Background: an optimization exercise with open tools, aiming at small area and few clock cycles. Do not read the settings as production practice.

Setup of T:
==> module hsv_prep, before the edit <==
module hsv_prep (
    input  logic                in_valid,
    input  logic [7:0]          red,
    input  logic [7:0]          green,
    input  logic [7:0]          blue,
    output logic [hsv_pkg::STEP_W-1:0] out_bits
);
    hsv_pkg::step_t out;
    assign out_bits = out;
    logic       ge_rg, ge_gb, ge_br, eq_rg, eq_gb, eq_br, ge_rb;
    logic       sec_r, sec_g;
    logic       down;           
    logic [7:0] hi, mid, lo, xa, xb;
    logic [2:0] k;
    always_comb begin
        ge_rg = (red >= green);
        ge_gb = (green >= blue);
        ge_br = (blue >= red);
        eq_rg = (red == green);
        eq_gb = (green == blue);
        eq_br = (blue == red);
        ge_rb = !ge_br || eq_br;
        sec_r = ge_rg && ge_rb;
        sec_g = !sec_r && ge_gb;
        if (sec_r) begin
            hi = red;
            if (ge_gb) begin mid = green; lo = blue;  down = 1'b0; k = 3'd0; end
            else       begin mid = blue;  lo = green; down = 1'b1; k = 3'd5; end
        end else if (sec_g) begin
            hi = green;
            if (ge_br) begin
                mid = blue; lo = red;
                down = eq_gb;
                k    = eq_gb ? 3'd3 : 3'd2;
            end else begin
                mid = red; lo = blue; down = 1'b1; k = 3'd1;
            end
        end else begin
            hi = blue;
            if (ge_rg) begin mid = red;   lo = green; down = 1'b0; k = 3'd4; end
            else       begin mid = green; lo = red;   down = 1'b1; k = 3'd3; end
        end
        xa = down ? hi  : mid;
        xb = down ? mid : lo;
        out.v  = in_valid;
        out.hi = hi;
        out.dm = hi + ~lo;
        out.rs = out.dm;
        out.qs = '0;
        out.rh = xa - xb;
        out.hp = 1'b0;
        out.r3 = (k >= 3'd3) ? 2'(k - 3'd3) : k[1:0];
        out.qh = {15'd0, (k >= 3'd3)};
    end
endmodule
==> module rgb_to_hsv_converter_unit, before the edit <==
module rgb_to_hsv_converter_unit #(
    parameter logic [16:0] REG_AT = 17'b00100100100100101
) (
    input  logic        aclk,
    input  logic        aresetn,
    input  logic        s_tvalid,
    output logic        s_tready,
    input  logic [23:0] s_tdata,    
    output logic        m_tvalid,
    input  logic        m_tready,
    output logic [39:0] m_tdata     
);
    logic [16:0][hsv_pkg::STEP_W-1:0] pos;   
    logic [16:0][hsv_pkg::STEP_W-1:0] src;   
    hsv_pkg::step_t        last;
    logic           en;
    hsv_prep u_prep (
        .in_valid (s_tvalid),
        .red      (s_tdata[7:0]),
        .green    (s_tdata[15:8]),
        .blue     (s_tdata[23:16]),
        .out_bits (pos[0])
    );
    for (genvar p = 0; p <= 16; p++) begin : g_pos
        if (p > 0) begin : g_step
            hsv_div #(.STEP(p - 1)) u_step (.in_bits(src[p-1]), .out_bits(pos[p]));
        end
        if (REG_AT[p]) begin : g_reg
            hsv_pkg::step_t nxt;
            logic           v_reg;
            logic [hsv_pkg::STEP_W-2:0] data_reg;
            assign nxt = pos[p];
            always_ff @(posedge aclk) begin
                if (!aresetn) begin
                    v_reg <= 1'b0;
                end else if (en) begin
                    v_reg <= nxt.v;
                end
            end
            always_ff @(posedge aclk) begin
                if (en) begin
                    data_reg <= nxt[hsv_pkg::STEP_W-2:0];
                end
            end
            assign src[p] = {v_reg, data_reg};
        end else begin : g_wire
            assign src[p] = pos[p];
        end
    end
    logic grey;
    assign last     = src[16];
    assign grey     = (last.dm == 8'hFF);
    assign m_tvalid = last.v;
    assign en       = m_tready || !m_tvalid;
    assign s_tready = en;
    assign m_tdata  = {last.hi,
                       grey ? 16'd0 : last.qs,
                       grey ? 16'd0 : last.qh};
endmodule
Settings: LEC_CHECK=0, ABC_AREA=1, CAP_MARGIN=20, CORE_MARGIN=2, CORE_UTILIZATION=40, SLEW_MARGIN=20; clock period 5.0 ns.
run.sh (not shown) runs the stock make flow with config.mk's settings and CLKGATE_MAP_FILE= SYNTH_SCRIPT=/design/flow/synth_recipe.tcl, a recipe that flattens the netlist after the stock synthesis.
T went all the way through the flow, and no timing, DRC or antenna check failed.
Edits applied to the flow inputs when going from T to Q:
-- flow/design.v --
<<< T, line 25
    logic       ge_rg, ge_gb, ge_br, eq_rg, eq_gb, eq_br, ge_rb;
    logic       sec_r, sec_g;
    logic       down;           
    logic [7:0] hi, mid, lo, xa, xb;
    logic [2:0] k;
    always_comb begin
>>> Q, line 25
    logic       ge_rg, ge_gb, ge_br, eq_rg, eq_gb, eq_br, ge_rb;
    logic       sec_r, sec_g;
    logic [7:0] hi, lo, xa, xb;
    logic [2:0] k;
    always_comb begin
<<< T, line 40
        if (sec_r) begin
            hi = red;
            if (ge_gb) begin mid = green; lo = blue;  down = 1'b0; k = 3'd0; end
            else       begin mid = blue;  lo = green; down = 1'b1; k = 3'd5; end
        end else if (sec_g) begin
            hi = green;
            if (ge_br) begin
                mid = blue; lo = red;
                down = eq_gb;
                k    = eq_gb ? 3'd3 : 3'd2;
            end else begin
                mid = red; lo = blue; down = 1'b1; k = 3'd1;
            end
        end else begin
            hi = blue;
            if (ge_rg) begin mid = red;   lo = green; down = 1'b0; k = 3'd4; end
            else       begin mid = green; lo = red;   down = 1'b1; k = 3'd3; end
        end
        xa = down ? hi  : mid;
        xb = down ? mid : lo;
        out.v  = in_valid;
        out.hi = hi;
>>> Q, line 39
        if (sec_r) begin
            hi = red;
            xb = blue;
            if (ge_gb) begin lo = blue;  xa = green; k = 3'd0; end
            else       begin lo = green; xa = red;   k = 3'd5; end
        end else if (sec_g) begin
            hi = green;
            if (!ge_br) begin
                lo = blue; xa = green; xb = red;  k = 3'd1;
            end else if (eq_gb) begin
                lo = red;  xa = green; xb = blue; k = 3'd3;
            end else begin
                lo = red;  xa = blue;  xb = red;  k = 3'd2;
            end
        end else begin
            hi = blue;
            xb = green;
            if (ge_rg) begin lo = green; xa = red;  k = 3'd4; end
            else       begin lo = red;   xa = blue; k = 3'd3; end
        end
        out.v  = in_valid;
        out.hi = hi;
<<< T, line 164
    assign m_tdata  = {last.hi,
                       grey ? 16'd0 : last.qs,
                       grey ? 16'd0 : last.qh};
endmodule
>>> Q, line 163
    assign m_tdata  = {last.hi,
                       grey ? 16'd0 : last.qs,
                       last.qh};
endmodule
## What came out
The lower sequential cell area share of T and Q is in T.
On time the worst path needs with I/O delays and setup: Q sits below T.
Compared with T, Q instantiates a larger number of cells.
Q vs T — global-route usage rose 0.48 points.
For the clock buffer count in the final layout, Q came in 2.5% lower than T did.
Function was not checked in any run of this note: the RTL went through the layout flow alone.

port drivers added, routing unchanged:
In the flow no input, the clock included, has a driving cell. The finished layouts below were timed again as built, in two steps. Step 1 (the two cells are an assumption about what drives the block):
set clk [get_ports {aclk}]
set_driving_cell -lib_cell sky130_fd_sc_hd__clkbuf_16 $clk
set_driving_cell -lib_cell sky130_fd_sc_hd__buf_2 [delete_from_list [all_inputs] $clk]
Step 2 moves the port delays by t, midway between the first and last clock arrival at a register: inputs arrive t later, outputs are due t later. That takes back most of the time a late clock gives input paths. a / b / c = no drivers / after step 1 / after step 2; a / b = the first two.
run	t, ns	setup WS [ns]	hold slack, ns	clock arrival spread, ns
T	0.609	0.115 / 0.053 / 0.017	0.405 / 0.405 / 0.405	0.021 / 0.021
Q	0.606	0.271 / 0.271 / 0.028	0.408 / 0.408 / 0.408	0.035 / 0.034
After both steps every run listed still meets setup and hold. The setup slack of Q, which loses most, moves by 0.000 ns with the drivers and by -0.243 ns with both steps.
